Context: an optimization exercise on an open-source flow, tuned for small area, a short achievable clock period and few clock cycles. The choices shown serve that exercise and are no tape-out recipe. At most, simulation tests tie the RTL to the original design; equivalence was not proved. The RTL of runs 1 to 3 was laid out without a check of its function.

--- flow/config.mk ---
export PLATFORM = sky130hd
export DESIGN_NAME = mdu_sequencer
export DESIGN_NICKNAME = mdu_sequencer
export VERILOG_FILES = /design/flow/design.v
export SDC_FILE = /design/flow/constraint.sdc
export NUM_CORES = 4
export LEC_CHECK = 0
export ABC_AREA = 1
export CAP_MARGIN = 20
export CORE_MARGIN = 2
export CORE_UTILIZATION = 40
export SETUP_SLACK_MARGIN = 5
export SLEW_MARGIN = 20
--- flow/constraint.sdc ---
create_clock -name core_clock -period 11.0 [get_ports {clk}]
set_input_delay 2.2000 -clock core_clock [delete_from_list [all_inputs] [get_ports {clk}]]
set_output_delay 2.2000 -clock core_clock [all_outputs]
set_load 0.01 [all_outputs]
--- flow/design.v ---
module mdu_sequencer (
    input  logic        clk,
    input  logic        rst,
    input  logic        startE,
    input  logic        mulOrdivE,
    input  logic        mdIsSignE,
    input  logic [31:0] srcaE,
    input  logic [31:0] srcbE,
    input  logic        flushE,
    input  logic        advE,
    output logic        stallMdE,
    output logic        readyE,
    output logic [31:0] hiE,
    output logic [31:0] loE
);
    typedef enum logic [2:0] {
        S_IDLE = 3'd0,
        S_MUL  = 3'd1,
        S_NEGA = 3'd2,
        S_PSUB = 3'd3,
        S_PREP = 3'd4,
        S_DIV  = 3'd5,
        S_NEGR = 3'd6,
        S_DONE = 3'd7
    } state_t;
    state_t       st_q, st_d;
    logic         busy_q, idle_q, done_q;
    logic         m_mul_q, m_sub_q;    
    logic [32:0]  h_q, h_d;       
    logic [31:0]  l_q, l_d;       
    logic [32:0]  y_q, y_d;       
    logic [2:0]   d0_q, d0_d;     
    logic [2:0]   d1_q, d1_d;
    logic         last_q, last_d; 
    logic [4:0]   cnt_q, cnt_d;   
    logic [1:0]   mcls_q, mcls_d; 
    logic         sgn_q, sgn_d;
    logic         bneg_q, bneg_d;      
    logic         rneg_q, rneg_d;      
    logic         qneg_q, qneg_d;      
    logic [5:0]   lzb_q, lzb_d;        
    function automatic [1:0] lz4(input [3:0] x);
        lz4 = x[3] ? 2'd0 : x[2] ? 2'd1 : x[1] ? 2'd2 : 2'd3;
    endfunction
    function automatic [2:0] lz8(input [7:0] x);
        lz8 = (x[7:4] != 4'd0) ? {1'b0, lz4(x[7:4])} : {1'b1, lz4(x[3:0])};
    endfunction
    function automatic [3:0] lz16(input [15:0] x);
        lz16 = (x[15:8] != 8'd0) ? {1'b0, lz8(x[15:8])} : {1'b1, lz8(x[7:0])};
    endfunction
    function automatic [5:0] lz32(input [31:0] x);
        if (x == 32'd0)                lz32 = 6'd32;
        else if (x[31:16] != 16'd0)    lz32 = {2'b00, lz16(x[31:16])};
        else                           lz32 = {2'b01, lz16(x[15:0])};
    endfunction
    function automatic [2:0] booth(input b1, input b0, input bm);
        booth = {b1, (b1 & ~b0 & ~bm) | (~b1 & b0 & bm), b0 ^ bm};
    endfunction
    logic        a_neg, b_neg;
    logic [31:0] ua, ub;
    logic [1:0]  cls_a, cls_b, cls;
    logic        swap;
    logic [31:0] msrc, ysrc;
    always_comb begin
        a_neg = mdIsSignE & srcaE[31];
        b_neg = mdIsSignE & srcbE[31];
        ua    = a_neg ? ~srcaE : srcaE;
        ub    = b_neg ? ~srcbE : srcbE;
        cls_a = (ua[31:9] == '0) ? 2'd0 : (ua[31:17] == '0) ? 2'd1 : 2'd2;
        cls_b = (ub[31:9] == '0) ? 2'd0 : (ub[31:17] == '0) ? 2'd1 : 2'd2;
        swap  = mulOrdivE | (cls_a < cls_b);     
        cls   = swap ? cls_a : cls_b;
        msrc  = swap ? srcaE : srcbE;
        ysrc  = swap ? srcbE : srcaE;
    end
    logic [5:0]  lza_in, lzb_in;
    logic        dneg_in, bzero;
    logic [5:0]  lza;
    logic [6:0]  dlen;
    logic [4:0]  dsh;
    logic        dneg;
    logic [32:0] ysh;
    always_comb begin
        lza_in  = lz32(ua) - {5'd0, a_neg};
        lzb_in  = lz32(ub);
        bzero   = (srcbE == '0);
        dneg_in = lzb_in < lza_in;                
        lza   = lz32(h_q[31:0]);
        dlen  = {1'b0, lzb_q} - {1'b0, lza};      
        dneg  = dlen[6];
        dsh   = dlen[5] ? 5'd31 : dlen[4:0];
        ysh   = y_q << dsh;
    end
    logic [34:0] mag0, mag1;
    logic [36:0] op_a, op_b, op_e;
    logic [36:0] csa_s, csa_c;
    logic        cin;
    logic [36:0] sum;
    logic        fits;
    function automatic [36:0] add37(input [36:0] a, input [36:0] b, input c);
        logic [36:0] g, p;
        logic [37:0] cy;
        logic [9:0]  gg, gp, pg, pp, tg, tp;
        integer i, j, k;
        begin
            g = a & b;
            p = a ^ b;
            for (i = 0; i < 10; i = i + 1) begin
                gg[i] = 1'b0;
                gp[i] = 1'b1;
                for (j = 0; j < 4; j = j + 1) begin
                    if (4 * i + j < 37) begin
                        gg[i] = g[4*i+j] | (p[4*i+j] & gg[i]);
                        gp[i] = gp[i] & p[4*i+j];
                    end
                end
            end
            gg[0] = gg[0] | (gp[0] & c);
            gp[0] = 1'b0;
            pg = gg;
            pp = gp;
            for (k = 1; k < 10; k = k * 2) begin
                tg = pg;
                tp = pp;
                for (i = k; i < 10; i = i + 1) begin
                    tg[i] = pg[i] | (pp[i] & pg[i-k]);
                    tp[i] = pp[i] & pp[i-k];
                end
                pg = tg;
                pp = tp;
            end
            for (i = 0; i < 37; i = i + 1) begin
                if (i == 0)          cy[i] = c;
                else if (i % 4 == 0) cy[i] = pg[i/4-1];
                else                 cy[i] = g[i-1] | (p[i-1] & cy[i-1]);
            end
            add37 = p ^ cy[36:0];
        end
    endfunction
    always_comb begin
        mag0 = d0_q[1] ? {y_q[32], y_q, 1'b0} : (d0_q[0] ? {{2{y_q[32]}}, y_q} : 35'd0);
        mag1 = d1_q[1] ? {y_q[32], y_q, 1'b0} : (d1_q[0] ? {{2{y_q[32]}}, y_q} : 35'd0);
        op_a = {{4{h_q[32]}}, h_q} ^ {37{~m_mul_q & ~m_sub_q}};
        if (m_mul_q) begin
            op_b = {{2{mag0[34] ^ d0_q[2]}}, mag0 ^ {35{d0_q[2]}}};
            op_e = {mag1 ^ {35{d1_q[2]}}, {2{d1_q[2]}}};
            cin  = d0_q[2];
        end else if (m_sub_q) begin
            op_b = {{4{y_q[32]}}, y_q} ^ {37{~bneg_q}};
            op_e = 37'd0;
            cin  = ~bneg_q;
        end else begin
            op_b = 37'd0;
            op_e = 37'd0;
            cin  = 1'b1;
        end
        csa_s = op_a ^ op_b ^ op_e;
        csa_c = {(op_a[35:0] & op_b[35:0]) | (op_a[35:0] & op_e[35:0]) | (op_b[35:0] & op_e[35:0]),
                 m_mul_q & d1_q[2]};
        sum   = csa_s + csa_c + {36'd0, cin};
        fits  = ~sum[36];
    end
    logic [66:0] pfull;
    logic [66:0] psh;
    logic        ne;
    always_comb begin
        st_d    = st_q;
        h_d     = h_q;
        l_d     = l_q;
        y_d     = y_q;
        d0_d    = d0_q;
        d1_d    = d1_q;
        last_d  = last_q;
        cnt_d   = cnt_q;
        mcls_d  = mcls_q;
        sgn_d   = sgn_q;
        bneg_d  = bneg_q;
        rneg_d  = rneg_q;
        qneg_d  = qneg_q;
        lzb_d   = lzb_q;
        pfull = {sum[34:0], l_q};
        psh   = 'x;
        ne    = sgn_q & l_q[3];
        case (st_q)
            S_IDLE: begin
                if (startE && !flushE) begin
                    sgn_d   = mdIsSignE;
                    bneg_d  = b_neg;
                    rneg_d  = a_neg;
                    qneg_d  = a_neg ^ b_neg;
                    lzb_d   = lzb_in;
                    d0_d    = booth(msrc[1], msrc[0], 1'b0);
                    d1_d    = booth(msrc[3], msrc[2], msrc[1]);
                    last_d  = 1'b0;
                    h_d     = mulOrdivE ? {1'b0, srcaE} : 33'd0;
                    y_d     = {mdIsSignE & ysrc[31], ysrc};
                    mcls_d  = cls;
                    cnt_d   = (cls == 2'd0) ? 5'd2 : (cls == 2'd1) ? 5'd4 : 5'd8;
                    if (!mulOrdivE) begin
                        l_d  = msrc;
                        st_d = S_MUL;
                    end else if (bzero) begin
                        l_d  = a_neg ? 32'd1 : 32'hFFFF_FFFF;
                        st_d = S_DONE;
                    end else if (dneg_in) begin
                        l_d  = 32'd0;
                        st_d = S_DONE;
                    end else begin
                        st_d = a_neg ? S_NEGA : (a_neg ^ b_neg) ? S_PSUB : S_PREP;
                    end
                end
            end
            S_MUL: begin
                d0_d   = booth(l_q[5], l_q[4], l_q[3]);
                d1_d   = booth(l_q[7], l_q[6], l_q[5]);
                if (cnt_q == 5'd1) begin
                    d1_d = 3'b000;
                    if (mcls_q == 2'd2) d0_d = booth(ne, ne, l_q[3]);
                end
                last_d = (cnt_q == 5'd1);
                if (!last_q) begin
                    h_d = sum[36:4];
                    l_d = {sum[3:0], l_q[31:4]};
                    cnt_d = cnt_q - 5'd1;
                end else begin
                    case (mcls_q)
                        2'd0:    psh = {{24{pfull[66]}}, pfull[66:24]};
                        2'd1:    psh = {{16{pfull[66]}}, pfull[66:16]};
                        default: psh = pfull;
                    endcase
                    h_d  = psh[64:32];
                    l_d  = psh[31:0];
                    st_d = S_DONE;
                end
                if (flushE) st_d = S_IDLE;
            end
            S_NEGA: begin
                h_d  = {1'b0, sum[31:0]};
                st_d = qneg_q ? S_PSUB : S_PREP;
                if (flushE) st_d = S_IDLE;
            end
            S_PSUB: begin
                l_d = 32'd0;
                if (fits) begin
                    h_d  = {1'b0, sum[31:0]};
                    st_d = S_PREP;
                end else begin
                    st_d = rneg_q ? S_NEGR : S_DONE;
                end
                if (flushE) st_d = S_IDLE;
            end
            S_PREP: begin
                l_d = {32{qneg_q}};
                if (dneg) begin
                    st_d = rneg_q ? S_NEGR : S_DONE;
                end else begin
                    y_d   = ysh;
                    cnt_d = dsh;
                    st_d  = S_DIV;
                end
                if (flushE) st_d = S_IDLE;
            end
            S_DIV: begin
                if (fits) h_d = {1'b0, sum[31:0]};
                l_d   = {l_q[30:0], fits ^ qneg_q};
                y_d   = {y_q[32], y_q[32:1]};
                cnt_d = cnt_q - 5'd1;
                if (cnt_q == 5'd0) st_d = rneg_q ? S_NEGR : S_DONE;
                if (flushE) st_d = S_IDLE;
            end
            S_NEGR: begin
                h_d  = {1'b0, sum[31:0]};
                st_d = S_DONE;
                if (flushE) st_d = S_IDLE;
            end
            S_DONE: begin
                if (flushE || advE) st_d = S_IDLE;
            end
            default: st_d = S_IDLE;
        endcase
    end
    always_ff @(posedge clk or posedge rst) begin
        if (rst) begin
            st_q    <= S_IDLE;
            idle_q  <= 1'b1;
            busy_q  <= 1'b0;
            done_q  <= 1'b0;
            m_mul_q <= 1'b0;
            m_sub_q <= 1'b0;
        end else begin
            st_q    <= st_d;
            idle_q  <= (st_d == S_IDLE);
            busy_q  <= (st_d != S_IDLE) && (st_d != S_DONE);
            done_q  <= (st_d == S_DONE);
            m_mul_q <= (st_d == S_MUL);
            m_sub_q <= (st_d == S_PSUB) || (st_d == S_DIV);
        end
    end
    always_ff @(posedge clk) begin
        h_q     <= h_d;
        l_q     <= l_d;
        y_q     <= y_d;
        d0_q    <= d0_d;
        d1_q    <= d1_d;
        last_q  <= last_d;
        cnt_q   <= cnt_d;
        mcls_q  <= mcls_d;
        sgn_q   <= sgn_d;
        bneg_q  <= bneg_d;
        rneg_q  <= rneg_d;
        qneg_q  <= qneg_d;
        lzb_q   <= lzb_d;
    end
    assign stallMdE = busy_q | (idle_q & startE & ~flushE);
    assign readyE   = done_q;
    assign hiE      = h_q[31:0];
    assign loE      = l_q;
endmodule
--- flow/run.sh ---
#!/bin/bash
# synth_recipe.tcl (not shown) runs the flow's synth.tcl, then flattens the netlist and writes it again
# the make line also repeats each setting of config.mk as NAME=value (left out here)
make -C /OpenROAD-flow-scripts/flow DESIGN_CONFIG=/design/flow/config.mk WORK_HOME=/design/flow/orfs CLKGATE_MAP_FILE= SYNTH_SCRIPT=/design/flow/synth_recipe.tcl finish
==> flow_summary.toml, run 1 <==
[synthesis]
yosysTopAreaCellShare = 0.2018
synth_edf_count = 122
yosys.area.top_type = "edfxtp_1"
synth_ff_type = "edfxtp_1"
syn_area_per_cell_um2 = 6.474
async_reset_ff_frac = 0.06154
ys_types = 64
synth.yosys.seq_area_share = 0.2128
synthesis.instances = 2805
synth_area_leaders = "edfxtp_1 (20%), nand2_1 (14%), o21ai_0 (6.7%), inv_1 (6.6%), a21oi_1 (6.3%)"
yosysWarnings = 1
synth_nets = 2969
synth_seq_cells = 130
syn_area_mm2 = 0.01816

[cts]
clk-insertion-delay-late_ns = 0.45
clkTransAtPathRegs_ns = 0.06
cts_root_buf = "clkbuf_16"
cts_htree_levels = 4
ctsHoldBuffers = 0
cts_tree = "done"
cts.sinks = 130
numCtsBuffers = 17
cts_max_path_buffers = 2

[global_route]
grt_max_degree = 70
grt_pass1_wl_um = 124100
first_global_vias = 19420
grt_overflow = 0
antenna_found_initial = 1
track_usage = 0.3538

[cells_and_area]
final_common_cell = "nand2_1"
fillers = 4811
antenna_cells = 0
regArea_mm2 = 0.003865
final_util = 0.4638
drive_above_1_share = 0.07038
nets = 3007
multiInputGateArea_mm2 = 0.01247
synthToLayoutAreaGrowth_pct = 15.17
most-common-layout-cells = "nand2_1 (664), inv_1 (308), o21ai_0 (237)"

[critical_path]
cp_max_fo = 8
cpLargestDelayFamily = "simple AND/OR/NAND/NOR gates"
path_common_cell = "nand2_1"
critPathBufInv = 5
start_kind = "input pin"
cpMaxStageDelayCell = "ha_1"
worst_setup_path_end_kind = "flip-flop"
required_ns = 11.17
critical-path-max-stage-delay_ns = 0.29
critPathKind = "input pin to flip-flop"
worst_ep_arrival_time_ns = 6.07

[die]
die_area_mm2 = 0.04712
ios = 137
fp.dieW_um = 217.1
core_mm2 = 0.04509
die_h_um = 217.1
rows = 78
initial_core_util = 0.4027

[placement]
gp_congestion = 1.056
place_hpwl_um = 67040
io_buffer_count = 136
dpl_worst_slack_ns = 3.437

[status]
status = "complete, no violations"

[sta]
fin_crit_sh = 0.5370
fin_skew_ns = 0.01622
setup_ws_ns = 5.093
finalHoldViolCount = 0
finalSetupTns_ns = 0
setup_viol = 0
fin_crit_ns = 5.907
tightest_slew_ns = 1.113
relSlewSlack = 0.2574
fmax_mhz = 169.3
whs_ns = 0.6608
slew_violations = 0
rsz0062_at_grt = "true"

[detailed_routing]
wl_um = 84920
drc_errors = 0
dr.pass1.iters = 7
antenna_left = 0
num_vias = 20870
routed_via_density = 6.038
wl_per_cell_um = 24.57
drt_first_iter_violations = 2776

[job]
max-cap-violations = 0

[worst_hold_path]
min_path_type = "flip-flop to flip-flop"
==> state kept, by name (all words and copies together) (netlist names), 3 cells and up <==
name   flops
h_q       33
y_q       33
l_q       32
lzb_q      6
cnt_q      5
d0_q       3
d1_q       3
st_q       3
==> timing repair <==
action                                  CTS  global route
gates cloned                              3             3
buffers inserted                         12            13
endpoints found under the setup margin   48           125
pin swaps                                 2            20
resized for setup                        23            93
==> logic make-up after synthesis <==
group,after synthesis,synth area share
fa+ha+maj,93,0.07979
compound gates,795,0.2634
xor+xnor,102,0.05044
buf+inv,510,0.1199
flops,130,0.2128
simple gates,1175,0.2736
==> per-layer routing <==
| metal | part of all wire | up-vias | track usage | wire length (um) |
|---|---|---|---|---|
| met2 | 0.45 | 1184 | 0.5662 | 38130 |
| met5 | 0.00015 | - | 0 | 13 |
| met4 | 0.049 | 2 | 0.1541 | 4141 |
| met1 | 0.41 | 9826 | 0.4726 | 35020 |
| li1 | - | 9670 | - | - |
| met3 | 0.090 | 186 | 0.05493 | 7615 |
==> path summary, 6_finish.rpt <==
| path | from | end | slack [ns] | cells past startpoint |
|---|---|---|---|---|
| setup / recovery | srcaE[31] | l_q[30]$_DFFE_PP_ | 5.09 | 28 |
| hold / removal | cnt_q[4]$_DFFE_PP_ | cnt_q[4]$_DFFE_PP_ | 0.66 | 4 |
| setup reg to reg | m_mul_q$_DFF_PP0_ | h_q[13]$_DFFE_PP_ | 5.26 | 18 |
| hold reg to reg | cnt_q[4]$_DFFE_PP_ | cnt_q[4]$_DFFE_PP_ | 0.66 | 4 |
| max in group asynchronous | rst | idle_q$_DFF_PP1_ | 8.72 | 2 |
| min in group asynchronous | rst | busy_q$_DFF_PP0_ | 2.00 | 2 |
==> synth_stat cells (39+ instances only) <==
cell type  number
ha_1           55
o211ai_1       72
edfxtp_1      122
a21oi_1       228
nand2_1       666
clkbuf_1      104
buf_4          39
xor2_1         65
nand3_1       196
inv_1         317
nor2_1        213
o22ai_1        78
o21ai_0       243
==> final cells by class <==
type / count / share of cell area
repair buffers: 195 / 0.09591
inverters: 330 / 0.05995
clock inverters: 14 / 0.006222
well taps: 600 / 0.03590
clock buffers: 18 / 0.02052
flip-flops and latches: 130 / 0.1848
multi-input cells: 2167 / 0.5961
repair inverters: 2 / 0.0005983
==> through the flow <==
stage	cell area (um2)	std cells
4_1_cts	20420	3439
3_3_place_gp	19610	3391
6_report	20910	3456
5_1_grt	20910	3456
3_5_place_dp	19620	3392
2_1_floorplan	18180	2805
==> worst reg2reg max path, cell delays in order, from the launching register on <==
cell	delay, ns
dfrtp_1	0.32
buf_4	0.41
nor2_4	0.10
buf_6	0.25
clkinvlp_4	0.31
o21ai_0	0.16
a211oi_1	0.53
fa_1	0.52
ha_1	0.35
a21oi_1	0.34
o21ai_0	0.14
a21oi_1	0.21
nand2_1	0.13
inv_1	0.09
o21ai_0	0.16
xnor2_1	0.74
nor2_1	0.10
a221oi_1	0.43
nand2_1	0.15
==> run 2: changes to the inputs <==
--- a/flow/design.v
+++ b/flow/design.v
@@ -158,5 +158,5 @@
         csa_c = {(op_a[35:0] & op_b[35:0]) | (op_a[35:0] & op_e[35:0]) | (op_b[35:0] & op_e[35:0]),
                  m_mul_q & d1_q[2]};
-        sum   = csa_s + csa_c + {36'd0, cin};
+        sum   = add37(csa_s, csa_c, cin);
         fits  = ~sum[36];
     end
==> run 2 against run 1 <==
Compared with the run above: core utilization rose by 2.4 points; cell count shrank 5.6%; register-to-register slack got worse by 0.09 ns; wire length up 2.2%; critical endpoint is now l_q[22]$_DFFE_PP_; highest routed layer is now met4.
==> flow_summary.toml, run 2 <==
[synthesis]
syn_area_mm2 = 0.01748
synth.yosys.seq_area_share = 0.2211
synth_xor_area_frac = 0.03493
synth_top_family_by_area = "compound AO/OA/AOI/OAI gates"
synth_area_leaders = "edfxtp_1 (21%), nand2_1 (11%), inv_1 (7.4%), fa_1 (7.2%), o21ai_0 (6.5%)"
synthSimpleGateAreaFrac = 0.2376
syn_area_per_cell_um2 = 6.782
synthesis.instances = 2577
synthAdderAreaFrac = 0.1122
synth_ff_type = "edfxtp_1"
synth_edf_count = 122
yosysWarnings = 1
synth_seq_cells = 130
yosysTopAreaCellShare = 0.2096
synth_most_common_cell = "nand2_1"
yosys.area.top_type = "edfxtp_1"
synthMuxAreaShare = 0
ys_types = 63
async_reset_ff_frac = 0.06154
synth_nets = 2767
synth_compound_area_frac = 0.2649
yosys-top-cells-count = "nand2_1 (517), inv_1 (345), o21ai_0 (226)"

[sta]
fin_crit_ns = 5.953
setup_viol = 0
finalHoldViolCount = 0
fin_crit_sh = 0.5412
fmax_mhz = 168.0
slew_violations = 0
relSlewSlack = 0.2704
rsz0062_at_grt = "true"
finalSetupTns_ns = 0
tightest_slew_ns = 1.093
fin_skew_ns = 0.01494

[status]
status = "complete, no violations"

[cells_and_area]
antenna_cells = 0
top_regs = "h_q x33, y_q x33, l_q x32"
most-common-layout-cells = "nand2_1 (511), inv_1 (330), o21ai_0 (213)"
design_area_mm2 = 0.02103
final_common_cell = "nand2_1"
nets = 2854
synthToLayoutAreaGrowth_pct = 20.32
drive_above_1_share = 0.1154

[cts]
clkTransAtPathRegs_ns = 0.06
numCtsBuffers = 17
cts_tree = "done"
cts_htree_levels = 4
ctsHoldBuffers = 0
cts_max_path_buffers = 2
clk-insertion-delay-late_ns = 0.46
cts.sinks = 130
cts_root_buf = "clkbuf_16"

[detailed_routing]
num_vias = 20350
drt_first_iter_violations = 3081
routed_via_density = 6.239
wl_per_cell_um = 26.62
dr.pass1.iters = 6
antenna_left = 0
drc_errors = 0
wl_um = 86820

[job]
max-cap-violations = 0

[global_route]
top_usage_layer = "met2"
grt_overflow = 0
track_usage = 0.3722
grt_max_degree = 79
grt_use_met3 = 0.06486
grt_use_met1 = 0.4885
first_global_vias = 18500
antenna_found_initial = 0
grt_pass1_wl_um = 122300
grt_util_met2 = 0.5970

[die]
die_h_um = 213.0
initial_core_util = 0.4057
ios = 137
core_mm2 = 0.04308
rows = 76
die_area_mm2 = 0.04538
fp.dieW_um = 213.0

[critical_path]
cp_max_fo = 8
worst_setup_path_end_kind = "flip-flop"
critPathKind = "input pin to flip-flop"
worst_ep_arrival_time_ns = 6.13
required_ns = 11.17
start_kind = "input pin"

[placement]
gp_congestion = 1.045
io_buffer_count = 136
dpl_cell_area_mm2 = 0.01892
place_hpwl_um = 65010

[worst_hold_path]
min_path_type = "flip-flop to flip-flop"
run 2: area by class of cell:
| cell class | count | area (um2) |
|---|---|---|
| multi-input combinational | 1905 | 12030 |
| clock inverter | 12 | 92.59 |
| fill | 4338 | 22050 |
| sequential | 130 | 3869 |
| tap | 585 | 732.0 |
| timing repair buffer | 240 | 2392 |
| inverter | 360 | 1404 |
| timing repair inverter | 10 | 70.07 |
| clock buffer | 20 | 436.7 |
run 2: what timing repair did:
item / 4_1_cts / 5_1_grt
endpoints found under the setup margin: 146 / 143
setup buffers: 27 / 44
cloned: 11 / 7
gates resized for setup: 93 / 119
pin swaps: 11 / 32
run 2: through the flow:
stage                     utilization  instances  worst slack [ns]  hold WS [ns]
after floorplan                     -       2577             5.106        0.5610
after global placement         0.4391       3140             3.422        0.6209
after detailed placement       0.4392       3140             3.258        0.6184
after CTS                      0.4675       3210             4.948        0.6346
after global routing           0.4882       3262             4.931        0.6668
final                          0.4882       3262             5.047        0.6386
run 2: worst max-delay path, cell delays in order:
cell and delay, ns:
dlygate4sd2_1 0.59, xor2_2 0.20, nand2_1 0.10, nor2_2 0.13, nand4_2 0.13, nor2_2 0.17
inv_2 0.07, nor2_4 0.16, nand2_2 0.11, nand3_1 0.11, ha_2 0.23, inv_1 0.06
nor2_2 0.14, a21oi_1 0.09, a31oi_1 0.21, ha_1 0.31, nand2_2 0.09, nor2_2 0.05
a211oi_2 0.14, nand2_1 0.12, nand4_1 0.15, nand3_4 0.16, clkinvlp_4 0.21, clkbuf_16 0.19
run 2: cell families (layout without fill, tap and decap cells):
| kind of cell | after synthesis | in the layout |
|---|---|---|
| fa+ha+maj | 119 | 119 |
| xor+xnor | 68 | 68 |
| compound gates | 738 | 738 |
| buf+inv | 545 | 642 |
| simple gates | 977 | 980 |
| flops | 130 | 130 |
run 2: final timing paths:
| check | startpoint | endpoint | slack (ns) | depth (start not counted) |
|---|---|---|---|---|
| worst max-delay path | srcaE[26] | l_q[22]$_DFFE_PP_ | 5.05 | 24 |
| worst min-delay path | y_q[22]$_DFFE_PP_ | y_q[21]$_DFFE_PP_ | 0.64 | 2 |
| worst max register to register | d0_q[1]$_DFFE_PP_ | h_q[7]$_DFFE_PP_ | 5.17 | 26 |
| worst min register to register | y_q[22]$_DFFE_PP_ | y_q[21]$_DFFE_PP_ | 0.64 | 2 |
| max in group asynchronous | rst | idle_q$_DFF_PP1_ | 8.66 | 2 |
| min in group asynchronous | rst | done_q$_DFF_PP0_ | 2.03 | 2 |
run 2: per-layer routing:
metal | up-vias | wire length [um]
met3 | 235 | 8537
met4 | 0 | 4662
met2 | 1320 | 39330
met5 | - | 0
li1 | 9106 | -
met1 | 9689 | 34290
==> run 3: changes to the inputs <==
--- a/flow/design.v
+++ b/flow/design.v
@@ -74,6 +74,6 @@
         ysrc  = swap ? srcbE : srcaE;
     end
-    logic [5:0]  lza_in, lzb_in;
-    logic        dneg_in, bzero;
+    logic [5:0]  lzb_in;
+    logic        bzero;
     logic [5:0]  lza;
     logic [6:0]  dlen;
@@ -82,8 +82,6 @@
     logic [32:0] ysh;
     always_comb begin
-        lza_in  = lz32(ua) - {5'd0, a_neg};
         lzb_in  = lz32(ub);
         bzero   = (srcbE == '0);
-        dneg_in = lzb_in < lza_in;                
         lza   = lz32(h_q[31:0]);
         dlen  = {1'b0, lzb_q} - {1'b0, lza};      
@@ -184,30 +182,23 @@
         case (st_q)
             S_IDLE: begin
-                if (startE && !flushE) begin
-                    sgn_d   = mdIsSignE;
-                    bneg_d  = b_neg;
-                    rneg_d  = a_neg;
-                    qneg_d  = a_neg ^ b_neg;
-                    lzb_d   = lzb_in;
-                    d0_d    = booth(msrc[1], msrc[0], 1'b0);
-                    d1_d    = booth(msrc[3], msrc[2], msrc[1]);
-                    last_d  = 1'b0;
-                    h_d     = mulOrdivE ? {1'b0, srcaE} : 33'd0;
-                    y_d     = {mdIsSignE & ysrc[31], ysrc};
-                    mcls_d  = cls;
-                    cnt_d   = (cls == 2'd0) ? 5'd2 : (cls == 2'd1) ? 5'd4 : 5'd8;
-                    if (!mulOrdivE) begin
-                        l_d  = msrc;
-                        st_d = S_MUL;
-                    end else if (bzero) begin
-                        l_d  = a_neg ? 32'd1 : 32'hFFFF_FFFF;
-                        st_d = S_DONE;
-                    end else if (dneg_in) begin
-                        l_d  = 32'd0;
-                        st_d = S_DONE;
-                    end else begin
-                        st_d = a_neg ? S_NEGA : (a_neg ^ b_neg) ? S_PSUB : S_PREP;
-                    end
-                end
+                sgn_d   = mdIsSignE;
+                bneg_d  = b_neg;
+                rneg_d  = a_neg;
+                qneg_d  = a_neg ^ b_neg;
+                lzb_d   = lzb_in;
+                d0_d    = booth(msrc[1], msrc[0], 1'b0);
+                d1_d    = booth(msrc[3], msrc[2], msrc[1]);
+                last_d  = 1'b0;
+                h_d     = mulOrdivE ? {1'b0, srcaE} : 33'd0;
+                y_d     = {mdIsSignE & ysrc[31], ysrc};
+                mcls_d  = cls;
+                cnt_d   = (cls == 2'd0) ? 5'd2 : (cls == 2'd1) ? 5'd4 : 5'd8;
+                l_d     = !mulOrdivE ? msrc :
+                          a_neg      ? 32'd1 : 32'hFFFF_FFFF;
+                if (!startE || flushE)       st_d = S_IDLE;
+                else if (!mulOrdivE)         st_d = S_MUL;
+                else if (bzero)              st_d = S_DONE;
+                else                         st_d = a_neg ? S_NEGA :
+                                                    (a_neg ^ b_neg) ? S_PSUB : S_PREP;
             end
             S_MUL: begin
==> flow/flow/run.sh (new file) <==
#!/bin/bash
# The standard layout, with the port buffers made from the smallest buffer cell.
set -euo pipefail
ARGS='BUFFER_PORTS_ARGS=-buffer_cell sky130_fd_sc_hd__buf_1'
sed "s/\"\\\${@:-finish}\"/'$ARGS' \"\${@:-finish}\"/" standard.sh > standard_ports.sh
grep -q "buffer_cell" standard_ports.sh
bash standard_ports.sh > flow_standard.log 2>&1
==> flow/standard.sh (new file) <==
#!/bin/bash
# synth_recipe.tcl (not shown) runs the flow's synth.tcl, then flattens the netlist and writes it again
# the make line also repeats each setting of config.mk as NAME=value (left out here)
make -C /OpenROAD-flow-scripts/flow DESIGN_CONFIG=/design/flow/config.mk WORK_HOME=/design/flow/orfs CLKGATE_MAP_FILE= SYNTH_SCRIPT=/design/flow/synth_recipe.tcl "${@:-finish}"
--- a/flow/config.mk
+++ b/flow/config.mk
@@ -9,5 +9,6 @@
 export CAP_MARGIN = 20
 export CORE_MARGIN = 2
-export CORE_UTILIZATION = 40
+export CORE_UTILIZATION = 50
+export CTS_BUF_LIST = sky130_fd_sc_hd__clkbuf_4 sky130_fd_sc_hd__clkbuf_8
 export SETUP_SLACK_MARGIN = 5
 export SLEW_MARGIN = 20
removed: flow/run.sh
==> run 3 against run 2 <==
Compared with the run above: synthesized cell count down 6.4%; global-route usage up 4.9 points; final area down 13%; count of clock-buffer cells in the layout down 2; first-iteration DRC count about the same; synthesized area down 4.8%; non-clock buffer count down 42; critical path type is now flip-flop to flip-flop; die area down 23%.
==> flow_summary.toml, run 3 <==
[status]
status = "complete, no violations"

[cts]
cts.sinks = 130
cts_max_path_buffers = 2
numCtsBuffers = 17
cts_htree_levels = 4
cts_tree = "done"
ctsHoldBuffers = 0
cts_root_buf = "clkbuf_8"
clk-insertion-delay-late_ns = 0.49
clkTransAtPathRegs_ns = 0.09

[die]
core_mm2 = 0.03262
die_h_um = 186.4
rows = 66
initial_core_util = 0.5102
ios = 137
die_area_mm2 = 0.03476
fp.dieW_um = 186.4

[critical_path]
worst_ep_arrival_time_ns = 6.11
worst_setup_path_end_kind = "flip-flop"
cp_max_fo = 16
critPathKind = "flip-flop to flip-flop"
required_ns = 11.19
start_kind = "flip-flop"

[sta]
relSlewSlack = 0.3601
rsz0062_at_grt = "true"
fin_crit_sh = 0.5378
tightest_slew_ns = 0.9563
fin_skew_ns = 0.02005
setup_viol = 0
fmax_mhz = 169.0
slew_violations = 0
finalHoldViolCount = 0
fin_crit_ns = 5.915
finalSetupTns_ns = 0

[cells_and_area]
fillers = 3254
nets = 2644
antenna_cells = 0
final_common_cell = "nand2_1"
drive_above_1_share = 0.08448
synthToLayoutAreaGrowth_pct = 9.661
most-common-layout-cells = "nand2_1 (415), inv_1 (306), nand3_1 (199)"
stdcell_count = 2916
top_regs = "h_q x33, y_q x33, l_q x32"

[detailed_routing]
dr.pass1.iters = 9
drc_errors = 0
met1Wirelength_um = 29060
antenna_left = 0
drt_first_iter_violations = 3078
wl_met2_um = 32430
wl_um = 75930
highest_layer = "met5"
routed_via_density = 6.522
wl_met3_um = 8712
wl_per_cell_um = 26.04
num_vias = 19020

[job]
max-cap-violations = 0

[synthesis]
syn_area_mm2 = 0.01664
synth_most_common_cell = "nand2_1"
async_reset_ff_frac = 0.06154
yosysTopAreaCellShare = 0.2201
yosys-top-cells-count = "nand2_1 (415), inv_1 (316), nand3_1 (200)"
synthesis.instances = 2413
synth_edf_count = 122
synth_ff_type = "edfxtp_1"
yosysWarnings = 1
synth_compound_area_frac = 0.2737
synthMuxAreaShare = 0
synth_nets = 2596
ys_types = 57
syn_area_per_cell_um2 = 6.897
synth_seq_cells = 130
synth_top_family_by_area = "compound AO/OA/AOI/OAI gates"
synth_xor_area_frac = 0.03511
synthAdderAreaFrac = 0.1126
yosys.area.top_type = "edfxtp_1"
synth_area_leaders = "edfxtp_1 (22%), nand2_1 (9.4%), fa_1 (7.6%), inv_1 (7.1%), nand3_1 (6.0%)"
synth.yosys.seq_area_share = 0.2322
synthSimpleGateAreaFrac = 0.2204

[global_route]
grt_pass1_wl_um = 110300
grt_max_degree = 80
antenna_found_initial = 1
track_usage = 0.4217
first_global_vias = 17250
grt_overflow = 0

[placement]
dp_cells = 2834
gp_congestion = 1.023
place_hpwl_um = 57060
io_buffer_count = 136

[worst_hold_path]
min_path_type = "flip-flop to flip-flop"
-- run 3: final timing paths --
kind	slack [ns]	from	cells past startpoint	to
max	5.08	d0_q[1]$_DFFE_PN_	23	h_q[6]$_DFFE_PP_
min	0.67	cnt_q[0]$_DFFE_PP_	1	cnt_q[0]$_DFFE_PP_
max reg2reg	5.08	d0_q[1]$_DFFE_PN_	23	h_q[6]$_DFFE_PP_
min reg2reg	0.67	cnt_q[0]$_DFFE_PP_	1	cnt_q[0]$_DFFE_PP_
max in group asynchronous	8.99	rst	2	m_sub_q$_DFF_PP0_
min in group asynchronous	1.68	rst	2	busy_q$_DFF_PP0_
-- run 3: metrics by stage --
stage | util | cell area (um2) | hold WS [ns] | setup WS [ns]
floorplan | - | 16640 | 0.5611 | 5.485
global placement | 0.5221 | 17030 | 0.6556 | 3.413
detailed placement | 0.5221 | 17030 | 0.6554 | 3.325
CTS | 0.5475 | 17860 | 0.6668 | 5.009
global route | 0.5595 | 18250 | 0.7259 | 4.894
finish | 0.5595 | 18250 | 0.6695 | 5.085
-- run 3: cell type report --
class                      count  area, um2  share of cell area
multi-input combinational   1780      11040              0.6051
sequential                   130       3869              0.2120
inverter                     324       1255             0.06876
timing repair buffer         198       1059             0.05800
tap                          442      553.0             0.03030
clock buffer                  18      241.5             0.01323
clock inverter                14      155.1            0.008501
timing repair inverter        10      75.07            0.004114
-- run 3: layer usage --
| metal | global-route usage | up-vias |
|---|---|---|
| met5 | 0 | - |
| met4 | 0.2622 | 2 |
| met3 | 0.07843 | 282 |
| met2 | 0.6300 | 1417 |
| met1 | 0.5651 | 8843 |
| li1 | - | 8473 |
-- run 3: cells by family (layout without fill, tap and decap cells) --
logic type | count (synthesis) | in the layout
adder cells (fa/ha/maj) | 112 | 112
AO/OA/AOI/OAI | 737 | 737
XOR/XNOR | 65 | 65
flip-flops | 130 | 130
AND/OR/NAND/NOR | 866 | 866
buffers and inverters | 503 | 564
-- run 3: critical path, cell delays in order, from the launching register on --
cell,delay [ns]
edfxtp_1,0.50
nor2_4,0.20
clkinvlp_4,0.10
buf_4,0.21
o21ai_0,0.17
nand2_1,0.07
a31oi_1,0.48
fa_1,0.56
inv_1,0.08
nand3_1,0.07
nand2_1,0.15
nand4_1,0.13
nand2_1,0.15
nand2_1,0.08
nand3_2,0.13
a21oi_1,0.13
fa_1,0.46
fa_1,0.46
fa_1,0.70
inv_1,0.20
o21ai_0,0.19
o21ai_0,0.10
o211ai_1,0.14
o211ai_1,0.15
-- run 3: repair_timing --
action / in CTS / in global routing
pin swaps: 2 / 2
cloned: 9 / 1
buffers inserted: 27 / 13
gates resized for setup: 38 / 56
setup endpoints to repair: 83 / 64
==> run 4: changes to the inputs <==
--- a/flow/design.v
+++ b/flow/design.v
@@ -96,44 +96,4 @@
     logic [36:0] sum;
     logic        fits;
-    function automatic [36:0] add37(input [36:0] a, input [36:0] b, input c);
-        logic [36:0] g, p;
-        logic [37:0] cy;
-        logic [9:0]  gg, gp, pg, pp, tg, tp;
-        integer i, j, k;
-        begin
-            g = a & b;
-            p = a ^ b;
-            for (i = 0; i < 10; i = i + 1) begin
-                gg[i] = 1'b0;
-                gp[i] = 1'b1;
-                for (j = 0; j < 4; j = j + 1) begin
-                    if (4 * i + j < 37) begin
-                        gg[i] = g[4*i+j] | (p[4*i+j] & gg[i]);
-                        gp[i] = gp[i] & p[4*i+j];
-                    end
-                end
-            end
-            gg[0] = gg[0] | (gp[0] & c);
-            gp[0] = 1'b0;
-            pg = gg;
-            pp = gp;
-            for (k = 1; k < 10; k = k * 2) begin
-                tg = pg;
-                tp = pp;
-                for (i = k; i < 10; i = i + 1) begin
-                    tg[i] = pg[i] | (pp[i] & pg[i-k]);
-                    tp[i] = pp[i] & pp[i-k];
-                end
-                pg = tg;
-                pp = tp;
-            end
-            for (i = 0; i < 37; i = i + 1) begin
-                if (i == 0)          cy[i] = c;
-                else if (i % 4 == 0) cy[i] = pg[i/4-1];
-                else                 cy[i] = g[i-1] | (p[i-1] & cy[i-1]);
-            end
-            add37 = p ^ cy[36:0];
-        end
-    endfunction
     always_comb begin
         mag0 = d0_q[1] ? {y_q[32], y_q, 1'b0} : (d0_q[0] ? {{2{y_q[32]}}, y_q} : 35'd0);
@@ -156,5 +116,5 @@
         csa_c = {(op_a[35:0] & op_b[35:0]) | (op_a[35:0] & op_e[35:0]) | (op_b[35:0] & op_e[35:0]),
                  m_mul_q & d1_q[2]};
-        sum   = add37(csa_s, csa_c, cin);
+        sum   = csa_s + csa_c + {36'd0, cin};
         fits  = ~sum[36];
     end
==> flow/flow/run.sh (replaced) <==
#!/bin/bash
set -euo pipefail
ARGS='BUFFER_PORTS_ARGS=-buffer_cell sky130_fd_sc_hd__buf_1'
MARGIN='SETUP_SLACK_MARGIN=5.9'
sed "s/\"\\\${@:-finish}\"/'$ARGS' $MARGIN \"\${@:-finish}\"/" standard.sh > standard_tuned.sh
grep -q "buffer_cell" standard_tuned.sh
grep -q "SETUP_SLACK_MARGIN=5.9" standard_tuned.sh
bash standard_tuned.sh > flow_standard.log 2>&1
--- a/flow/config.mk
+++ b/flow/config.mk
@@ -11,4 +11,3 @@
 export CORE_UTILIZATION = 50
 export CTS_BUF_LIST = sky130_fd_sc_hd__clkbuf_4 sky130_fd_sc_hd__clkbuf_8
-export SETUP_SLACK_MARGIN = 5
 export SLEW_MARGIN = 20
==> run 4 against run 3 <==
Compared with the run above: count of clock-buffer cells in the layout fell by 1; via count rose by 15%; synthesized area rose by 7.9%; largest cell class unchanged; die area rose by 7.7%; final area rose by 6.4%; core utilization fell by 1.2 points; synthesized cell count rose by 18%; wire length rose by 13%; hold slack got worse by 0.0042 ns; critical path depth fell by 8.
==> flow_summary.toml, run 4 <==
[status]
status = "complete, no violations"

[detailed_routing]
dr.pass1.iters = 7
drt_first_iter_violations = 3064
antenna_left = 0
wl_um = 85970
routed_via_density = 6.535
num_vias = 21920
drc_errors = 0
wl_per_cell_um = 25.63

[critical_path]
cp_max_fo = 32
required_ns = 11.24
cpLargestDelayFamily = "compound AO/OA/AOI/OAI gates"
worst_ep_arrival_time_ns = 5.24
crit_chain = "buf_2 -> nand2_4 -> inv_2 -> nand2_1 -> nand3_1 -> nor2_1 -> nand2_1 -> nor2_4 -> ha_1 -> nand2_2 -> a21oi_1 -> buf_4 -> o21ai_0 -> a21oi_1 -> nand2_1"
worst_setup_path_end_kind = "flip-flop"
path_common_cell = "nand2_1"
critPathKind = "input pin to flip-flop"
cpMaxStageDelayCell = "a21oi_1"
r2r_setup_slack_ns = 6.03
start_kind = "input pin"
reg2reg_to = "h_q[20]$_DFFE_PP_"
rr_worst_depth = 20
critical-path-max-stage-delay_ns = 0.37
critPathBufInv = 3
r2r_start = "m_mul_q$_DFF_PP0_"
crit_start = "mdIsSignE"

[cells_and_area]
final_common_cell = "nand2_1"
stdcell_count = 3355
most-common-layout-cells = "nand2_1 (663), inv_1 (324), nand3_1 (311)"
design_area_mm2 = 0.01941
synthToLayoutAreaGrowth_pct = 8.111
drive_above_1_share = 0.06498
final_util = 0.5471
top_regs = "h_q x33, y_q x33, l_q x32"
nets = 3037

[worst_hold_path]
holdPathEnd = "cnt_q[0]$_DFFE_PP_"
min_path_type = "flip-flop to flip-flop"
hold_depth = 1
hp-start = "cnt_q[0]$_DFFE_PP_"

[placement]
dpl_cell_area_mm2 = 0.01843
place_hpwl_um = 66050
dp_cells = 3296
io_buffer_count = 136
gp_congestion = 1.054
dpl_worst_slack_ns = 4.772

[sta]
relSlewSlack = 0.3107
slew_violations = 0
setup_ws_ns = 5.995
fmax_mhz = 199.8
fin_crit_sh = 0.4550
finalHoldViolCount = 0
fin_skew_ns = 0.02266
tightest_slew_ns = 1.034
fin_crit_ns = 5.005
setup_viol = 0
rsz0062_at_grt = "true"
finalSetupTns_ns = 0

[global_route]
grt_overflow = 0
grt_pass1_wl_um = 123600
antenna_found_initial = 3
grt_max_degree = 64
first_global_vias = 19500
track_usage = 0.4396

[synthesis]
synthesis.instances = 2841
synth_seq_cells = 130
synth_most_common_cell = "nand2_1"
yosysTopAreaCellShare = 0.2040
syn_area_mm2 = 0.01796
synth_edf_count = 122
syn_area_per_cell_um2 = 6.320
synth_area_leaders = "edfxtp_1 (20%), nand2_1 (14%), nand3_1 (8.7%), inv_1 (6.9%), o21ai_0 (5.6%)"
synth_ff_type = "edfxtp_1"
yosysWarnings = 1
ys_types = 61
yosys-top-cells-count = "nand2_1 (671), inv_1 (332), nand3_1 (312)"
yosys.area.top_type = "edfxtp_1"
async_reset_ff_frac = 0.06154
synth.yosys.seq_area_share = 0.2152
synth_nets = 2998

[cts]
cts_htree_levels = 4
cts.sinks = 130
numCtsBuffers = 17
cts_tree = "done"
clk-insertion-delay-late_ns = 0.49
cts_root_buf = "clkbuf_8"
cts_max_path_buffers = 2
clkTransAtPathRegs_ns = 0.09

[die]
ios = 137
core_mm2 = 0.03548
die_h_um = 193.5
rows = 69
initial_core_util = 0.5060
fp.dieW_um = 193.5
die_area_mm2 = 0.03744

[job]
max-cap-violations = 0
[run 4: changes by cell type in the layout (fill, tap and decap cells not counted), sizes merged, moves of 25 or more]
cell	delta
o221ai	-47
nand3	+112
fa	-25
xor2	+42
nand2	+257
nor2	+67
[run 4: through the flow]
step / hold slack (ns)
2_1_floorplan: 0.5432
3_3_place_gp: 0.6401
3_5_place_dp: 0.6435
4_1_cts: 0.6545
5_1_grt: 0.6772
6_report: 0.6653
[run 4: routing by layer]
layer	part of all wire	up-vias	routed length, um	GRT usage
met2	0.41	1750	35500	0.6507
met1	0.38	10120	32640	0.5951
met4	0.066	6	5680	0.2290
met5	0.0012	-	104	0
li1	-	9709	-	-
met3	0.14	335	12040	0.1050
[run 4: worst max-delay path by stage]
stage,end,slack (ns),cells after the start
2_1_floorplan,stallMdE,6.34,2
3_3_place_gp,y_q[20]$_DFFE_PP_,4.66,24
3_5_place_dp,y_q[23]$_DFFE_PP_,4.77,21
4_1_cts,h_q[27]$_DFFE_PP_,5.91,22
5_1_grt,y_q[22]$_DFFE_PP_,5.86,24
6_report,y_q[24]$_DFFE_PP_,6.00,15
[run 4: logic make-up (layout without fill, tap and decap cells)]
logic type      Yosys count  count (layout)  share of synthesized area
compound gates          655             655                     0.2149
xor+xnor                106             106                    0.05170
fa+ha+maj                86              86                    0.07581
buf+inv                 516             567                     0.1198
flops                   130             130                     0.2152
other cells               0               1                          0
simple gates           1348            1349                     0.3226
[run 4: repair_timing]
item / in CTS / in global routing
resized for setup: 36 / 50
buffers inserted: 10 / 9
hold buffers: 0 / 0
gates cloned: 4 / 3
pin swaps: 2 / 3
setup endpoints to repair: 140 / 133
[run 4: layout make-up]
cell class,count,area [um2]
inverter,345,1336
sequential,130,3866
timing repair inverter,6,45.04
antenna,1,2.502
tap,461,576.8
clock buffer,17,234.0
fill,3673,16070
timing repair buffer,184,967.2
multi-input combinational,2196,12180
clock inverter,15,206.4
Testbench counts of run 4, summed over its fixed seeds: cycles 66,941.
==> run 5: changes to the inputs <==
==> flow/flow/run.sh (replaced) <==
#!/bin/bash
set -euo pipefail
ARGS='BUFFER_PORTS_ARGS=-buffer_cell sky130_fd_sc_hd__buf_1'
MARGIN='SETUP_SLACK_MARGIN=6.1'
sed "s/\"\\\${@:-finish}\"/'$ARGS' $MARGIN \"\${@:-finish}\"/" standard.sh > standard_tuned.sh
grep -q "buffer_cell" standard_tuned.sh
grep -q "SETUP_SLACK_MARGIN=6.1" standard_tuned.sh
bash standard_tuned.sh > flow_standard.log 2>&1
==> run 5 against run 4 <==
Compared with the run above: synthesized area is the same; maximum frequency grew 2.5%; core utilization grew 0.59 points; sequential share of layout area shrank 0.21 points.
==> flow_summary.toml, run 5 <==
[critical_path]
critPathBufInv = 3
cpLargestDelayFamily = "buffers and inverters"
start_kind = "input pin"
crit_chain = "buf_6 -> inv_4 -> a31o_2 -> buf_2"
critical-path-max-stage-delay_ns = 0.19
worst_ep_arrival_time_ns = 2.68
critPathKind = "input pin to output pin"
required_ns = 8.80
worst_setup_path_end_kind = "output pin"
cp_max_fo = 5
cpMaxStageDelayCell = "a31o_2"

[job]
max-cap-violations = 0

[synthesis]
synth_seq_cells = 130
synthesis.instances = 2841
yosys-top-cells-count = "nand2_1 (671), inv_1 (332), nand3_1 (312)"
synth_edf_count = 122
yosysWarnings = 1
synth_most_common_cell = "nand2_1"
synth_ff_type = "edfxtp_1"
synth.yosys.seq_area_share = 0.2152
syn_area_per_cell_um2 = 6.320
synth_nets = 2998
async_reset_ff_frac = 0.06154
ys_types = 61
yosys.area.top_type = "edfxtp_1"
syn_area_mm2 = 0.01796
yosysTopAreaCellShare = 0.2040
synth_area_leaders = "edfxtp_1 (20%), nand2_1 (14%), nand3_1 (8.7%), inv_1 (6.9%), o21ai_0 (5.6%)"

[die]
initial_core_util = 0.5060
core_mm2 = 0.03548
rows = 69
die_h_um = 193.5
fp.dieW_um = 193.5
ios = 137
die_area_mm2 = 0.03744

[detailed_routing]
wl_um = 86730
wl_per_cell_um = 25.79
drt_first_iter_violations = 3181
num_vias = 21960
antenna_left = 0
routed_via_density = 6.530
drc_errors = 0
dr.pass1.iters = 6

[placement]
io_buffer_count = 136
dpl_cell_area_mm2 = 0.01843
dpl_worst_slack_ns = 4.772
gp_congestion = 1.054
place_hpwl_um = 66050

[global_route]
grt_pass1_wl_um = 123700
first_global_vias = 19520
grt_overflow = 0
track_usage = 0.4400
antenna_found_initial = 3
grt_max_degree = 64

[cts]
cts_max_path_buffers = 2
cts_htree_levels = 4
cts_tree = "done"
cts.sinks = 130
clkTransAtPathRegs_ns = 0.08
cts_root_buf = "clkbuf_8"
clk-insertion-delay-late_ns = 0.49
numCtsBuffers = 17

[sta]
fin_crit_ns = 4.881
slew_violations = 0
fin_crit_sh = 0.4437
fin_skew_ns = 0.02118
relSlewSlack = 0.3141
finalHoldViolCount = 0
fmax_mhz = 204.9
tightest_slew_ns = 1.029
finalSetupTns_ns = 0
setup_ws_ns = 6.119
setup_viol = 0
rsz0062_at_grt = "true"

[cells_and_area]
top_regs = "h_q x33, y_q x33, l_q x32"
nets = 3045
most-common-layout-cells = "nand2_1 (662), inv_1 (323), nand3_1 (311)"
drive_above_1_share = 0.07446
design_area_mm2 = 0.01962
synthToLayoutAreaGrowth_pct = 9.275
final_common_cell = "nand2_1"

[status]
status = "complete, no violations"

[worst_hold_path]
min_path_type = "flip-flop to flip-flop"
-- run 5: cell counts after synthesis --
Identical to the previous run, type by type.
-- run 5: final timing paths --
| check | from | endpoint | slack [ns] | depth (start not counted) |
|---|---|---|---|---|
| max in group asynchronous | rst | idle_q$_DFF_PP1_ | 9.09 | 2 |
| setup reg to reg | m_mul_q$_DFF_PP0_ | h_q[20]$_DFFE_PP_ | 6.16 | 20 |
| min in group asynchronous | rst | st_q[0]$_DFF_PP0_ | 1.62 | 2 |
| setup / recovery | flushE | stallMdE | 6.12 | 4 |
| hold / removal | cnt_q[0]$_DFFE_PP_ | cnt_q[0]$_DFFE_PP_ | 0.67 | 1 |
| hold reg to reg | cnt_q[0]$_DFFE_PP_ | cnt_q[0]$_DFFE_PP_ | 0.67 | 1 |
-- run 5: cells by family after synthesis --
family,synth area share
and+or+nand+nor,0.3226
DFF,0.2152
adders and majority gates,0.07581
buffers and inverters,0.1198
xor gates and xnor gates,0.05170
AOI/OAI and AO/OA,0.2149
-- run 5: per-layer routing --
| metal | global-route usage | share of wire | up-vias |
|---|---|---|---|
| met1 | 0.5969 | 0.38 | 10120 |
| met2 | 0.6515 | 0.41 | 1774 |
| met5 | 0 | 0.0012 | - |
| met4 | 0.2279 | 0.065 | 8 |
| li1 | - | - | 9717 |
| met3 | 0.1039 | 0.14 | 344 |
-- run 5: final cells by class --
| class | instances | area, um2 |
|---|---|---|
| multi-input cells | 2197 | 12270 |
| well taps | 461 | 576.8 |
| repair inverters | 6 | 45.04 |
| diodes | 1 | 2.502 |
| clock buffers | 17 | 234.0 |
| inverters | 345 | 1353 |
| fillers | 3659 | 15860 |
| clock inverters | 15 | 206.4 |
| repair buffers | 191 | 1067 |
| flip-flops and latches | 130 | 3867 |
-- run 5: what timing repair did --
item / CTS / global route
cloned: 5 / 4
buffers inserted: 11 / 14
resized for setup: 52 / 69
pin swaps: 2 / 6
endpoints found under the setup margin: 151 / 126
hold buffers: 0 / 0
-- run 5: stage by stage --
stage / utilization / cells / hold slack (ns)
final: 0.5530 / 3363 / 0.6652
after global routing: 0.5529 / 3362 / 0.6772
after CTS: 0.5407 / 3344 / 0.6545
after detailed placement: 0.5194 / 3296 / 0.6435
after global placement: 0.5193 / 3296 / 0.6401
after floorplan: - / 2841 / 0.5432
==> run 6: changes to the inputs <==
--- a/flow/design.v
+++ b/flow/design.v
@@ -127,8 +127,5 @@
         l_d     = l_q;
         y_d     = y_q;
-        d0_d    = d0_q;
-        d1_d    = d1_q;
-        last_d  = last_q;
-        cnt_d   = cnt_q;
+        cnt_d   = cnt_q - 5'd1;
         mcls_d  = mcls_q;
         sgn_d   = sgn_q;
@@ -140,4 +137,11 @@
         psh   = 'x;
         ne    = sgn_q & l_q[3];
+        d0_d   = booth(l_q[5], l_q[4], l_q[3]);
+        d1_d   = booth(l_q[7], l_q[6], l_q[5]);
+        if (cnt_q == 5'd1) begin
+            d1_d = 3'b000;
+            if (mcls_q == 2'd2) d0_d = booth(ne, ne, l_q[3]);
+        end
+        last_d = (cnt_q == 5'd1);
         case (st_q)
             S_IDLE: begin
@@ -163,15 +167,7 @@
             end
             S_MUL: begin
-                d0_d   = booth(l_q[5], l_q[4], l_q[3]);
-                d1_d   = booth(l_q[7], l_q[6], l_q[5]);
-                if (cnt_q == 5'd1) begin
-                    d1_d = 3'b000;
-                    if (mcls_q == 2'd2) d0_d = booth(ne, ne, l_q[3]);
-                end
-                last_d = (cnt_q == 5'd1);
                 if (!last_q) begin
                     h_d = sum[36:4];
                     l_d = {sum[3:0], l_q[31:4]};
-                    cnt_d = cnt_q - 5'd1;
                 end else begin
                     case (mcls_q)
--- a/flow/config.mk
+++ b/flow/config.mk
@@ -6,5 +6,4 @@
 export NUM_CORES = 4
 export LEC_CHECK = 0
-export ABC_AREA = 1
 export CAP_MARGIN = 20
 export CORE_MARGIN = 2
==> run 6 against run 5 <==
Compared with the run above: core utilization rose by 3.4 points; via count fell by 17%; register-to-register slack lost 0.09 ns; hold slack got worse by 0.12 ns; clock skew decreased by 0.0036 ns; die area decreased by 6.1%.
==> flow_summary.toml, run 6 <==
[cts]
cts.sinks = 130
cts_htree_levels = 4
numCtsBuffers = 17
cts_tree = "done"
clkTransAtPathRegs_ns = 0.09
cts_max_path_buffers = 2
clk-insertion-delay-late_ns = 0.49
cts_root_buf = "clkbuf_8"

[cells_and_area]
synthToLayoutAreaGrowth_pct = 16.31
design_area_mm2 = 0.01959
final_util = 0.5873
top_regs = "h_q x33, y_q x33, l_q x32"
drive_above_1_share = 0.1638
final_common_cell = "nand2_1"
nets = 2263
most-common-layout-cells = "nand2_1 (169), nor2_1 (145), mux2i_1 (144)"

[sta]
fin_crit_sh = 0.4485
finalSetupTns_ns = 0
fmax_mhz = 202.7
tightest_slew_ns = 1.214
fin_skew_ns = 0.01758
slew_violations = 0
finalHoldViolCount = 0
setup_viol = 0
whs_ns = 0.5468
relSlewSlack = 0.1874
fin_crit_ns = 4.934
rsz0062_at_grt = "true"

[global_route]
antenna_found_initial = 1
grt_overflow = 0
grt_max_degree = 49
grt_pass1_wl_um = 111400
track_usage = 0.4268
first_global_vias = 16420

[synthesis]
synth_ff_type = "edfxtp_1"
synth_nets = 2200
synth_edf_count = 110
syn_area_per_cell_um2 = 8.246
synth_area_leaders = "edfxtp_1 (20%), mux2i_1 (9.3%), xnor2_1 (7.2%), fa_1 (4.5%), nand2_1 (3.9%)"
yosys-top-cells-count = "nand2_1 (175), mux2i_1 (157), nor2_1 (152)"
yosysWarnings = 1
syn_area_mm2 = 0.01685
yosys.area.top_type = "edfxtp_1"
synthesis.instances = 2043
synth.yosys.seq_area_share = 0.2223
synth_most_common_cell = "nand2_1"
synth_seq_cells = 130
yosysTopAreaCellShare = 0.1961
ys_types = 92
async_reset_ff_frac = 0.06154

[critical_path]
cp_max_fo = 6
crit_chain = "nor2b_4 -> buf_12 -> nand2_2 -> xnor2_1 -> a22o_1 -> ha_4 -> mux2_4 -> a22o_1 -> fa_2 -> a211oi_2 -> o211ai_1 -> buf_4 -> a32o_2 -> o31ai_4 -> o22ai_2 -> nor4_2 -> nor3_2 -> clkdlybuf4s15_2 -> a221o_1"
worst_ep_arrival_time_ns = 5.18
path_common_cell = "a22o_1"
critical-path-max-stage-delay_ns = 0.37
required_ns = 11.24
cpLargestDelayFamily = "compound AO/OA/AOI/OAI gates"
worst_setup_path_end_kind = "flip-flop"
cpMaxStageDelayCell = "fa_2"
start_kind = "flip-flop"
critPathKind = "flip-flop to flip-flop"
critPathBufInv = 3

[job]
max-cap-violations = 0

[die]
core_mm2 = 0.03336
ios = 137
rows = 67
die_h_um = 187.6
die_area_mm2 = 0.03518
initial_core_util = 0.5049
fp.dieW_um = 187.6

[detailed_routing]
antenna_left = 0
dr.pass1.iters = 10
wl_um = 78270
routed_via_density = 7.109
wl_per_cell_um = 30.48
num_vias = 18260
drt_first_iter_violations = 3024
drc_errors = 0

[placement]
gp_congestion = 0.9790
dpl_cell_area_mm2 = 0.01722
place_hpwl_um = 55830
io_buffer_count = 136

[status]
status = "complete, no violations"

[worst_hold_path]
min_path_type = "flip-flop to flip-flop"
-- run 6: stage by stage --
step	instances	setup WS, ns
4_1_cts	2522	6.089
3_5_place_dp	2444	4.465
6_report	2568	6.066
3_3_place_gp	2444	4.597
5_1_grt	2567	5.983
2_1_floorplan	2043	6.112
-- run 6: area by class of cell --
| cell class | count | area (um2) |
|---|---|---|
| Inverter | 79 | 309.0 |
| Fill cell | 3117 | 13770 |
| Sequential cell | 130 | 3761 |
| Clock buffer | 17 | 234.0 |
| Multi-Input combinational cell | 1632 | 12850 |
| Tap cell | 448 | 560.5 |
| Antenna cell | 1 | 2.502 |
| Clock inverter | 15 | 135.1 |
| Timing Repair Buffer | 246 | 1739 |
-- run 6: repair_timing --
item | CTS | global route
cloned | 12 | 3
endpoints found under the setup margin | 186 | 168
gates resized for setup | 113 | 144
setup buffers | 34 | 42
pin swaps | 27 | 47
hold buffers | 0 | 0
-- run 6: final timing paths --
check | startpoint | end | slack, ns | cells past startpoint
setup / recovery | d0_q[0]$_DFF_P_ | h_q[21]$_DFFE_PP_ | 6.07 | 19
hold / removal | cnt_q[0]$_DFF_P_ | cnt_q[0]$_DFF_P_ | 0.55 | 1
setup reg to reg | d0_q[0]$_DFF_P_ | h_q[21]$_DFFE_PP_ | 6.07 | 19
hold reg to reg | cnt_q[0]$_DFF_P_ | cnt_q[0]$_DFF_P_ | 0.55 | 1
max in group asynchronous | rst | idle_q$_DFF_PP1_ | 9.07 | 2
min in group asynchronous | rst | done_q$_DFF_PP0_ | 1.62 | 2
-- run 6: kinds of logic after synthesis --
logic type	share of synthesized area
buffers and inverters	0.07479
AOI/OAI and AO/OA	0.2737
muxes	0.1008
xor gates and xnor gates	0.09254
DFF	0.2223
adders and majority gates	0.08081
and+or+nand+nor	0.1551
-- run 6: layer usage --
metal,share of wire,wire [um],global-route usage
met1,0.39,30530,0.5924
met3,0.13,10380,0.1052
met5,0.00057,45,0
met2,0.42,32790,0.6202
met4,0.058,4524,0.2059
Testbench counts of run 6, summed over its fixed seeds: cycles 66,941.
==> run 7: changes to the inputs <==
--- a/flow/config.mk
+++ b/flow/config.mk
@@ -6,4 +6,5 @@
 export NUM_CORES = 4
 export LEC_CHECK = 0
+export ABC_AREA = 1
 export CAP_MARGIN = 20
 export CORE_MARGIN = 2
==> run 7 against run 6 <==
Compared with the run above: critical path depth is 15 lower; critical path type is now input pin to output pin; clock skew is 0.0045 ns higher; die area grew 3.9%; register-to-register slack better by 0.13 ns; global-route usage increased by 2.7 points; cell count is 31% higher.
==> flow_summary.toml, run 7 <==
[status]
status = "complete, no violations"

[sta]
rsz0062_at_grt = "true"
tightest_slew_ns = 1.092
finalSetupTns_ns = 0
slew_violations = 0
setup_viol = 0
fin_skew_ns = 0.02205
finalHoldViolCount = 0
fin_crit_sh = 0.4435
fmax_mhz = 205.0
fin_crit_ns = 4.879

[synthesis]
synth_edf_count = 110
synthSimpleGateAreaFrac = 0.3239
synth_seq_cells = 130
synth_most_common_cell = "nand2_1"
synth_nets = 3003
async_reset_ff_frac = 0.06154
synthesis.instances = 2846
synth_ff_type = "edfxtp_1"
ys_types = 50
synth_xor_area_frac = 0.03948
synth_compound_area_frac = 0.2271
yosysTopAreaCellShare = 0.1885
syn_area_per_cell_um2 = 6.158
yosys.area.top_type = "edfxtp_1"

[critical_path]
r2r_start = "d0_q[0]$_DFF_P_"
critPathKind = "input pin to output pin"
reg2reg_to = "h_q[29]$_DFFE_PP_"
r2r_setup_slack_ns = 6.20
rr_worst_depth = 21

[cells_and_area]
final_util = 0.5526
fillers = 3601
top_regs = "h_q x33, y_q x33, l_q x32"
drive_above_1_share = 0.05695
most-common-layout-cells = "nand2_1 (673), nand3_1 (319), inv_1 (315)"

[detailed_routing]
antenna_left = 0
wl_met2_um = 35020
wl_per_cell_um = 25.49
drt_first_iter_violations = 3489
wl_um = 85940
met1Wirelength_um = 31860
routed_via_density = 6.560
dr.pass1.iters = 9

[cts]
cts_tree = "done"
numCtsBuffers = 17
ctsHoldBuffers = 0
cts_max_path_buffers = 2
cts_htree_levels = 4
clk-insertion-delay-late_ns = 0.49
clkTransAtPathRegs_ns = 0.08

[die]
die_area_mm2 = 0.03656
initial_core_util = 0.5073
fp.dieW_um = 191.2
rows = 68

[placement]
gp_congestion = 1.079
io_buffer_count = 136

[worst_hold_path]
holdPathEnd = "cnt_q[0]$_DFF_P_"
hp-start = "cnt_q[0]$_DFF_P_"
hold_depth = 1

[global_route]
antenna_found_initial = 4
track_usage = 0.4542
grt_max_degree = 70
grt_pass1_wl_um = 122600
[run 7: logic make-up (layout without fill, tap and decap cells)]
| kind of cell | count (synthesis) | in the layout |
|---|---|---|
| AO/OA/AOI/OAI | 704 | 704 |
| XOR/XNOR | 79 | 79 |
| adder cells (fa/ha/maj) | 86 | 86 |
| buffers and inverters | 509 | 574 |
| flip-flops | 130 | 130 |
| other | 0 | 2 |
| AND/OR/NAND/NOR | 1338 | 1342 |
[run 7: worst max-delay path by stage]
stage | cells after the start | endpoint | start
global route | 23 | h_q[12]$_DFFE_PP_ | d1_q[0]$_DFF_P_
CTS | 16 | y_q[29]$_DFFE_PP_ | mdIsSignE
finish | 4 | stallMdE | flushE
global placement | 16 | y_q[29]$_DFFE_PP_ | mdIsSignE
detailed placement | 16 | y_q[29]$_DFFE_PP_ | mdIsSignE
floorplan | 2 | stallMdE | flushE
[run 7: worst max-delay path, cell delays in order]
cell	delay (ns)
buf_6	0.10
inv_4	0.05
a31o_2	0.19
buf_2	0.13
[run 7: cell type report]
class | instances | area (um2) | share of cell area
Timing Repair inverter | 7 | 52.55 | 0.002753
Sequential cell | 130 | 3747 | 0.1963
Clock buffer | 18 | 241.5 | 0.01265
Antenna cell | 2 | 5.005 | 0.0002622
Timing Repair Buffer | 196 | 1070 | 0.05604
Inverter | 339 | 1309 | 0.06856
Clock inverter | 14 | 138.9 | 0.007276
Multi-Input combinational cell | 2211 | 11960 | 0.6263
Tap cell | 455 | 569.3 | 0.02982
[run 7: metal layers]
metal / up-vias / GRT usage
li1: 9745 / -
met5: - / 0.02198
met2: 1853 / 0.6606
met1: 10150 / 0.5975
met4: 6 / 0.2636
met3: 367 / 0.1281
[run 7: timing repair]
action                     4_1_cts  5_1_grt
setup buffers                   11       18
setup endpoints to repair      138      134
gates cloned                     5        7
pin swaps                        1        8
gates resized for setup         31       63
[run 7: through the flow]
step | hold WS, ns | instances | setup slack (ns) | instance area, um2
2_1_floorplan | 0.4587 | 2846 | 6.329 | 17520
3_3_place_gp | 0.4940 | 3297 | 4.351 | 18060
3_5_place_dp | 0.5055 | 3297 | 4.267 | 18060
4_1_cts | 0.5290 | 3345 | 6.088 | 18670
5_1_grt | 0.5657 | 3370 | 6.069 | 19080
6_report | 0.5421 | 3372 | 6.121 | 19090

## port drivers added, routing unchanged
Ports are ideal in the flow. The routed layouts listed here were re-timed in OpenROAD. Step 1: set_driving_cell puts a clkbuf_16 on clk and a buf_2 on each other input, an assumption about the parent block. Step 2 moves the port delays by t, midway between the first and last clock arrival at a register: inputs arrive t later, outputs are due t later. That takes back most of the time a late clock gives input paths. Slacks: ideal ports / drivers / drivers and shift; pairs: ideal ports / drivers.
run | shift t [ns] | slack for setup (ns) | worst setup path at the end | worst slew at a driven data input, ns | cell pins on the clock port's net
run 1 | 0.504 | 5.093 / 5.121 / 4.617 | input to register | 0.06 | 1
run 2 | 0.510 | 5.047 / 5.060 / 4.577 | input to register | 0.05 | 1
run 3 | 0.524 | 5.085 / 5.085 / 4.641 | input to register | 0.04 | 1
run 4 | 0.524 | 5.995 / 5.984 / 5.497 | input to register | 0.04 | 1
run 5 | 0.530 | 6.119 / 6.081 / 5.759 | input to register | 0.04 | 1
run 6 | 0.535 | 6.066 / 6.060 / 5.613 | input to register | 0.06 | 1
run 7 | 0.532 | 6.121 / 6.084 / 5.763 | input to register | 0.04 | 1
After both steps every run listed still meets setup and hold. For run 4, which loses most, drivers alone change the setup slack by -0.011 ns; drivers and shift together by -0.498 ns.
